Source: an optimization exercise on an open RTL-to-GDS flow (aim: small area, a short achievable clock period and few clock cycles per item). Production flows keep margins and buffers that such runs may drop. Only simulation tests tie the RTL to the original design; equivalence was not proved. Power figures rest on the tool's default switching activity, not on a simulated workload.

<file path="design/flow/design.v">
`timescale 1ns / 1ps
package bfsf_pkg;
    localparam int WORD_BITS_DEF = 32;
    localparam int NUM_WORDS_DEF = 32;
    localparam int MODE_W     = 3;
    localparam int SLOT_W     = 10;
    localparam int RUN_W      = 11;
    localparam int STATUS_W   = 2;
    localparam int CFG_W      = 6;
    localparam int LEN_W      = RUN_W + 1;
    localparam int CFG_ADDR_W = 3;
    localparam int CFG_IDX_W  = CFG_ADDR_W - 2;
    localparam int APB_DATA_W = 32;
    localparam logic [CFG_W-1:0] WIU_RESET = CFG_W'(32);
    localparam logic [CFG_IDX_W-1:0] REG_WORDS_IN_USE = '0;
    localparam logic [MODE_W-1:0] MODE_SET   = 3'd0;
    localparam logic [MODE_W-1:0] MODE_CLEAR = 3'd1;
    localparam logic [MODE_W-1:0] MODE_TEST  = 3'd2;
    localparam logic [MODE_W-1:0] MODE_FIRST = 3'd3;
    localparam logic [MODE_W-1:0] MODE_RUN   = 3'd4;
    localparam logic [STATUS_W-1:0] STATUS_OK    = 2'd0;
    localparam logic [STATUS_W-1:0] STATUS_NONE  = 2'd1;
    localparam logic [STATUS_W-1:0] STATUS_RANGE = 2'd2;
    typedef struct packed {
        logic capture;
        logic clear_step;
        logic loc_step;
        logic acc_exec;
        logic scan_step;
        logic out_load;
    } bfsf_cmd_t;
    typedef struct packed {
        logic clear_last;
        logic search_skip;
        logic loc_hit;
        logic loc_oor;
        logic scan_hit;
        logic scan_last;
    } bfsf_stat_t;
endpackage
`timescale 1ns / 1ps
`timescale 1ns / 1ps
`timescale 1ns / 1ps
`timescale 1ns / 1ps
import bfsf_pkg::*;
module bitmap_free_slot_finder #(
    parameter int WORD_BITS = WORD_BITS_DEF,
    parameter int NUM_WORDS = NUM_WORDS_DEF
) (
    input  logic                  clk,
    input  logic                  rst_n,
    input  logic                  psel,
    input  logic                  penable,
    input  logic                  pwrite,
    input  logic [CFG_ADDR_W-1:0] paddr,
    input  logic [APB_DATA_W-1:0] pwdata,
    output logic [APB_DATA_W-1:0] prdata,
    output logic                  pready,
    input  logic                  req_valid,
    output logic                  req_ready,
    input  logic [MODE_W-1:0]     req_mode,
    input  logic [SLOT_W-1:0]     req_slot_index,
    input  logic [RUN_W-1:0]      req_run_length,
    output logic                  rsp_valid,
    input  logic                  rsp_ready,
    output logic [STATUS_W-1:0]   rsp_status,
    output logic                  rsp_bit_value,
    output logic [SLOT_W-1:0]     rsp_found_slot
);
    logic [CFG_W-1:0] wiu_reg;
    logic [5:0]       nw;            
    assign pready = 1'b1;
    assign prdata = paddr[2] ? '0 : APB_DATA_W'(wiu_reg);
    assign nw     = wiu_reg[5] ? 6'd32 : wiu_reg;
    always_ff @(posedge clk or negedge rst_n)
    begin
        if (!rst_n)
            wiu_reg <= WIU_RESET;
        else if (psel && penable && pwrite && !paddr[2])
            wiu_reg <= pwdata[CFG_W-1:0];
    end
    logic [31:0] map_q [32];
    logic [31:0] map_d [32];
    logic        clearing;
    logic        sk_valid;
    logic [2:0]  sk_mode;
    logic [9:0]  sk_slot;
    logic [10:0] sk_run;
    logic        ex_valid;
    logic [2:0]  ex_mode;
    logic [9:0]  ex_slot;
    logic        ex_srch;        
    logic        ex_acc;         
    logic        ex_wr;          
    logic        ex_inr;         
    logic        ex_test;
    logic        ex_set;
    logic        ex_none;        
    logic        ex_lsmall;      
    logic [10:0] ex_len;         
    logic [4:0]  cnt;            
    logic [31:0] cur;
    logic [10:0] need_rem;       
    logic [9:0]  run_start;      
    logic signed [7:0] qh;       
    logic        out_free;
    logic        fire;
    logic        adv;
    assign out_free  = !rsp_valid || rsp_ready;
    assign req_ready = !sk_valid;
    logic [4:0]  rd_addr;
    logic [31:0] rd;
    assign rd_addr = ex_srch ? (cnt + 5'd1) : ex_slot[9:5];
    assign rd      = map_q[rd_addr];
    logic [31:0] f;
    logic [32:0] pre_t;          
    logic        allfree;
    logic [4:0]  suf;            
    logic [31:0] g1, g2, g3, g4;
    logic [32:0] h0, h1, h2, h3, h4, h5;
    logic        hit_a, hit_b, hit, prune, s_done;
    logic [4:0]  pos_b;
    logic [9:0]  found_s;
    always_comb
    begin
        f = ~cur;
        pre_t[0] = 1'b1;
        for (int k = 1; k <= 32; k++)
            pre_t[k] = pre_t[k-1] & f[k-1];
        allfree = pre_t[32];
        suf = '0;
        for (int k = 0; k < 32; k++)
            if (!f[k]) suf = 5'(31 - k);
        for (int s = 0; s < 32; s++)
        begin
            g1[s] = (s + 1 < 32) ? (f[s] & f[s+1])  : 1'b0;
        end
        for (int s = 0; s < 32; s++)
        begin
            g2[s] = (s + 2 < 32) ? (g1[s] & g1[s+2]) : 1'b0;
        end
        for (int s = 0; s < 32; s++)
        begin
            g3[s] = (s + 4 < 32) ? (g2[s] & g2[s+4]) : 1'b0;
        end
        for (int s = 0; s < 32; s++)
        begin
            g4[s] = (s + 8 < 32) ? (g3[s] & g3[s+8]) : 1'b0;
        end
        h0 = '1;
        for (int s = 0; s <= 32; s++)
            h1[s] = !ex_len[0] ? h0[s] : ((s + 1 <= 32) ? (f[s] & h0[s+1])   : 1'b0);
        for (int s = 0; s <= 32; s++)
            h2[s] = !ex_len[1] ? h1[s] : ((s + 2 <= 32) ? (g1[s] & h1[s+2]) : 1'b0);
        for (int s = 0; s <= 32; s++)
            h3[s] = !ex_len[2] ? h2[s] : ((s + 4 <= 32) ? (g2[s] & h2[s+4]) : 1'b0);
        for (int s = 0; s <= 32; s++)
            h4[s] = !ex_len[3] ? h3[s] : ((s + 8 <= 32) ? (g3[s] & h3[s+8]) : 1'b0);
        for (int s = 0; s <= 32; s++)
            h5[s] = !ex_len[4] ? h4[s] : ((s + 16 <= 32) ? (g4[s] & h4[s+16]) : 1'b0);
        hit_b = 1'b0;
        pos_b = '0;
        for (int s = 31; s >= 0; s--)
        begin
            if (h5[s])
            begin
                hit_b = 1'b1;
                pos_b = 5'(s);
            end
        end
        hit_b = hit_b && ex_lsmall;
        hit_a = (need_rem[10:6] == '0) && (need_rem[5:0] <= 6'd32) && pre_t[need_rem[5:0]];
        hit   = !ex_none && (hit_a || hit_b);
        prune = !allfree && ((qh > 0) || ((qh == 0) && (ex_len[4:0] > suf)));
        s_done = ex_none || hit || prune;
        found_s = hit_a ? run_start : {cnt, pos_b};
    end
    logic [1:0] res_status;
    logic       res_bit;
    logic [9:0] res_found;
    always_comb
    begin
        res_status = STATUS_OK;
        res_bit    = 1'b0;
        res_found  = '0;
        if (ex_srch)
        begin
            if (hit)
                res_found = found_s;
            else
                res_status = STATUS_NONE;
        end
        else if (ex_acc)
        begin
            if (!ex_inr)
                res_status = STATUS_RANGE;
            else if (ex_test)
                res_bit = rd[ex_slot[4:0]];
        end
    end
    assign fire = ex_valid && (!ex_srch || s_done) && out_free;
    assign adv  = ex_valid && ex_srch && !s_done;
    always_ff @(posedge clk or negedge rst_n)
    begin
        if (!rst_n)
            rsp_valid <= 1'b0;
        else if (fire)
            rsp_valid <= 1'b1;
        else if (rsp_ready)
            rsp_valid <= 1'b0;
    end
    always_ff @(posedge clk)
    begin
        if (fire)
        begin
            rsp_status     <= res_status;
            rsp_bit_value  <= res_bit;
            rsp_found_slot <= res_found;
        end
    end
    logic        wr_fire;
    logic [31:0] wdata;
    assign wr_fire = ex_valid && ex_wr && out_free;
    always_comb
    begin
        for (int c = 0; c < 32; c++)
            wdata[c] = clearing ? 1'b0 : ((5'(c) == ex_slot[4:0]) ? ex_set : rd[c]);
        for (int r = 0; r < 32; r++)
            map_d[r] = (clearing || (wr_fire && (ex_slot[9:5] == 5'(r)))) ? wdata : map_q[r];
    end
    always_ff @(posedge clk)
    begin
        for (int r = 0; r < 32; r++)
            map_q[r] <= map_d[r];
    end
    always_ff @(posedge clk or negedge rst_n)
    begin
        if (!rst_n)
            clearing <= 1'b1;
        else
            clearing <= 1'b0;
    end
    logic        acc;
    logic        ex_free;
    logic        load_ex;
    logic [2:0]  src_mode;
    logic [9:0]  src_slot;
    logic [10:0] src_run;
    logic [10:0] src_len;
    logic        src_srch;
    logic signed [7:0] src_qh;
    assign acc     = req_valid && !sk_valid;
    assign ex_free = !ex_valid || fire;
    assign load_ex = ex_free && (sk_valid || acc);
    assign src_mode = sk_valid ? sk_mode : req_mode;
    assign src_slot = sk_valid ? sk_slot : req_slot_index;
    assign src_run  = sk_valid ? sk_run  : req_run_length;
    assign src_srch = (src_mode == MODE_FIRST) || (src_mode == MODE_RUN);
    assign src_len  = (src_mode == MODE_FIRST) ? 11'd1 : src_run;
    assign src_qh   = 8'(src_len[10:5]) + 8'd1 - 8'(nw);
    always_ff @(posedge clk or negedge rst_n)
    begin
        if (!rst_n)
        begin
            sk_valid <= 1'b0;
            ex_valid <= 1'b0;
        end
        else
        begin
            sk_valid <= sk_valid ? !ex_free : (acc && !ex_free);
            ex_valid <= load_ex || (ex_valid && !fire);
        end
    end
    always_ff @(posedge clk)
    begin
        if (acc && !ex_free)
        begin
            sk_mode <= req_mode;
            sk_slot <= req_slot_index;
            sk_run  <= req_run_length;
        end
        if (load_ex)
        begin
            ex_mode   <= src_mode;
            ex_slot   <= src_slot;
            ex_srch   <= src_srch;
            ex_acc    <= (src_mode == MODE_SET) || (src_mode == MODE_CLEAR) || (src_mode == MODE_TEST);
            ex_inr    <= (src_slot[9:5] < 5'(nw)) || nw[5];
            ex_wr     <= ((src_mode == MODE_SET) || (src_mode == MODE_CLEAR))
                         && ((src_slot[9:5] < 5'(nw)) || nw[5]);
            ex_test   <= (src_mode == MODE_TEST);
            ex_set    <= (src_mode == MODE_SET);
            ex_len    <= src_len;
            ex_lsmall <= (src_len[10:5] == '0);
            ex_none   <= (src_len == '0) || (src_qh > 8'sd1)
                         || ((src_qh == 8'sd1) && (src_len[4:0] != '0));
            cnt       <= '0;
            need_rem  <= src_len;
            run_start <= '0;
            qh        <= src_qh;
        end
        else if (adv)
        begin
            cnt <= cnt + 5'd1;
            qh  <= qh + 8'sd1;
            if (allfree)
            begin
                need_rem <= need_rem - 11'd32;
            end
            else
            begin
                need_rem  <= ex_len - 11'(suf);
                run_start <= {cnt + 5'd1, 5'd0} - 10'(suf);
            end
        end
        cur <= adv ? rd : ((ex_valid && !fire) ? cur : map_d[0]);
    end
endmodule
</file>
<file path="design/flow/run.sh">
#!/bin/bash
# synth_recipe.tcl (not shown) runs the flow's synth.tcl, then flattens the netlist and writes it again
# the make line also repeats each setting of config.mk as NAME=value (left out here)
make -C /OpenROAD-flow-scripts/flow DESIGN_CONFIG=/design/flow/config.mk WORK_HOME=/design/flow/orfs CLKGATE_MAP_FILE= SYNTH_SCRIPT=/design/flow/synth_recipe.tcl finish
</file>
<file path="design/flow/config.mk">
export PLATFORM = sky130hd
export DESIGN_NAME = bitmap_free_slot_finder
export DESIGN_NICKNAME = bitmap_free_slot_finder
export VERILOG_FILES = /design/flow/design.v
export SDC_FILE = /design/flow/constraint.sdc
export NUM_CORES = 4
export LEC_CHECK = 0
export CAP_MARGIN = 20
export CORE_MARGIN = 2
export CORE_UTILIZATION = 40
export SLEW_MARGIN = 20
</file>
<file path="design/flow/constraint.sdc">
create_clock -name core_clock -period 11.0 [get_ports {clk}]
set_input_delay 2.2000 -clock core_clock [delete_from_list [all_inputs] [get_ports {clk}]]
set_output_delay 2.2000 -clock core_clock [all_outputs]
set_load 0.01 [all_outputs]
</file>
==> flow_summary.json <==
{
  "run_status": "complete, no violations",
  "cp-start-kind": "register",
  "synth_ff_type": "edfxtp_1",
  "dr.pass1.iters": 8,
  "fill_cells": 10670,
  "p_seq_share_pct": 48.2,
  "largestRegisters": "map_q (1024), cur (32)",
  "worst-path-buf-inv": 1,
  "start_util_pct": 40.41,
  "pwr-share-comb_pct": 26.6,
  "ir_worst_vdd_uv": 166.1,
  "p_per_area_mw_per_mm2": 275.8,
  "ant_nets": 0,
  "yosys.area.top_type_share_pct": 67.43,
  "arrival_ps": 7090,
  "syn_inst": 3376,
  "cts_root_buf": "clkbuf_16",
  "design.die.area_mm2": 0.1263,
  "grt_pass1_wl_mm": 245.6,
  "yosysSeqAreaShare_pct": 69.85,
  "fmax_mhz": 147.4,
  "drv_cap": 0,
  "synth.distinct_cells": 106,
  "hp-class": "reg -> reg",
  "gr-total-overflow": 0,
  "synthArstFlopShare_pct": 0.8576,
  "cp_cell_sequence": "nor2_1, a211oi_1, o31ai_1, a31oi_1, o311ai_0, nand3_1, ha_1, nand3b_1, a21boi_0, o21a_1, o21ai_0, a311oi_1, or3_1, o21ai_0, a31o_2, a21oi_4, buf_4, nand2b_1",
  "critPathMaxStageDelay_ps": 670,
  "p_int_uw": 10280,
  "synth.ff_latch_count": 1166,
  "cts_buffer_depth": 3,
  "r2r_cells": 18,
  "crit_type": "reg -> reg",
  "syn_to_final_growth_pct": 14.07,
  "remaining_drc_errors": 0,
  "fin_crit_ps": 6783,
  "antenna_found_initial": 6,
  "die_x_um": 355.4,
  "slew_headroom_pct": 20.41,
  "nNetsFinal": 3562,
  "cts_tree": "done",
  "fin_skew_ps": 98.25,
  "fin_crit_sh_pct": 61.66,
  "synth.most_common_cell": "edfxtp_1",
  "place_congestion": 0.9246,
  "netlist.top_cell.by_area": "edfxtp_1",
  "slew_viol_final": 0,
  "crit_top_cell": "o21ai_0",
  "hold_viol": 0,
  "port-buffer-count": 58,
  "clk_pin_slew_ps": 70,
  "timing.setup.tns_ps": 0,
  "coreArea_mm2": 0.1222,
  "vias": 33740,
  "largest_reg_flops": 1024,
  "grt_pass1_vias": 31440,
  "synthTopCellsByCount": "edfxtp_1, nand2_1, a22oi_1",
  "clk_latency_ps": 770,
  "synth_enable_flop_cells": 1109,
  "swShare_pct": 33.86,
  "p_switching_uw": 5261,
  "vias_per_cell": 6.498,
  "cp_slowest_cell": "a21oi_4",
  "synthesis.area_mm2": 0.04938,
  "cts_made_buffers": 116,
  "cts_max_level": 3,
  "cp_top_family": "compound AO/OA/AOI/OAI gates",
  "end_kind": "register",
  "synthTopCellsByArea": "edfxtp_1, a22oi_1, a22o_1",
  "hold_path_depth": 2,
  "ios": 114,
  "drive_gt1_share_pct": 14.02,
  "num_rows": 128,
  "wl_per_cell_um": 33.98,
  "clock_sinks": 1166,
  "setup_viol_count_final": 0,
  "worst_ep_required_time_ps": 11310,
  "chipHeight_um": 355.4,
  "wl_mm": 176.4,
  "hold_buffers": 0,
  "synth_warnings": 3,
  "post_cts_buffers": 0,
  "regMostFlops": "map_q",
  "avgSynthCellArea_um2": 14.63,
  "dp.cells": 4971,
  "grt_setup_unrepaired": "no",
  "final_cells": 5193,
  "cts.repair.resized": 0,
  "place_hpwl_mm": 98.06,
  "crit_fanout": 46,
  "grt.total_usage_pct": 27.46,
  "grt_max_degree": 66,
  "drtIter0Drc": 4933,
  "tightestPinTransition_ps": 1183,
  "power_leakage_uw": 0.01924,
  "p_clk_share_pct": 25.2,
  "crit_cells": 18
}
per-stage QoR:
step           util, %  power (uW)  hold WS, ps  worst slack (ps)  cell area (um2)
4_1_cts          46.05       15400        470.1              4174            56270
2_1_floorplan        -        9790        432.1              5308            49480
3_5_place_dp     42.98       11550        453.8              4218            52520
6_report         46.10       15540        470.9              4217            56330
5_1_grt          46.10       16070        489.1              3643            56330
3_3_place_gp     42.95       11460        447.8              4258            52480
metal layers:
layer	global-route usage (%)	vias to the layer above	part of all wire, %
li1	-	13910	-
met1	37.90	17140	39
met2	43.26	2212	46
met3	5.036	472	11
met4	10.41	4	4.4
met5	0	-	0.019
layout by cell type (no fill, tap or decap), drive strengths merged, types with 56 or more instances in the layout:
cell type | Yosys | layout
a22oi | 198 | 198
a21oi | 101 | 101
nor4 | 60 | 60
edfxtp | 1109 | 1109
clkbuf | 105 | 151
nor2 | 181 | 181
a221oi | 105 | 105
mux2i | 61 | 61
clkinv | 3 | 56
mux2 | 62 | 62
clkdlybuf4s50 | 0 | 58
nand2 | 218 | 218
buf | 148 | 141
o21ai | 62 | 62
a22o | 119 | 119
nand4 | 58 | 58
logic make-up after synthesis:
| kind of cell | Yosys count | synth area share [%] |
|---|---|---|
| flops | 1166 | 69.85 |
| compound gates | 967 | 15.36 |
| simple gates | 763 | 7.831 |
| buf+inv | 293 | 2.878 |
| mux | 123 | 2.675 |
| xor+xnor | 32 | 0.5827 |
| fa+ha+maj | 30 | 0.8057 |
| other cells | 2 | 0.01521 |
path summary, 6_finish.rpt:
kind                              start           end  slack [ps]
setup / recovery                 cur[6]   need_rem[5]        4220
hold / removal             run_start[8]  run_start[8]         470
setup reg to reg                 cur[6]   need_rem[5]        4220
hold reg to reg            run_start[8]  run_start[8]         470
max in group asynchronous         rst_n    wiu_reg[5]        8750
min in group asynchronous         rst_n    wiu_reg[3]        1850
tightest hold or removal path, delay by kind of cell, from the launching register on:
kind	cells	cell delay [ps]
AO/OA/AOI/OAI	1	60
flip-flops	1	310
AND/OR/NAND/NOR	1	50
power by group through the flow:
stage / logic (uW) / clock network (uW) / registers (uW)
4_1_cts: 3990 / 3930 / 7490
3_5_place_dp: 3970 / 0 / 7580
2_1_floorplan: 2470 / 0 / 7320
3_3_place_gp: 3940 / 0 / 7510
5_1_grt: 4340 / 4100 / 7630
6_report: 4140 / 3910 / 7490
layout make-up:
cell class	instances	area, um2	area share, %
inverters	40	150.1	0.2665
flip-flops and latches	1166	34500	61.24
diodes	1	2.502	0.004442
clock buffers	151	3104	5.511
multi-input cells	1943	14250	25.30
clock inverters	68	638.1	1.133
well taps	1625	2033	3.609
repair buffers	199	1654	2.936
Testbench counts, summed over its fixed seeds: cycles 16,413, items 9,600.

static timing again, ports no longer ideal:
The flow's constraints put no driver on any port. The routed layout listed below was extracted and timed again, unchanged, in two steps. Step 1: set_driving_cell puts a clkbuf_16 on clk and a buf_2 on each other input, an assumption about the parent block. Step 2 times the ports against the registers' clock, not the clock port: input delays grow and output delays shrink by t, the midpoint of the rising clock arrivals with the driver on. Three values: ideal ports, drivers, drivers and shift; two values: the first two.
shift t [ns]: 0.789
setup slack, ns: 4.217 / 4.217 / 4.217
hold WS [ns]: 0.471 / 0.471 / 0.471
latest minus earliest clock arrival (ns): 0.098 / 0.098
After both steps this run still meets setup and hold. For this run, drivers alone change the setup slack by 0.000 ns; drivers and shift together by 0.000 ns.
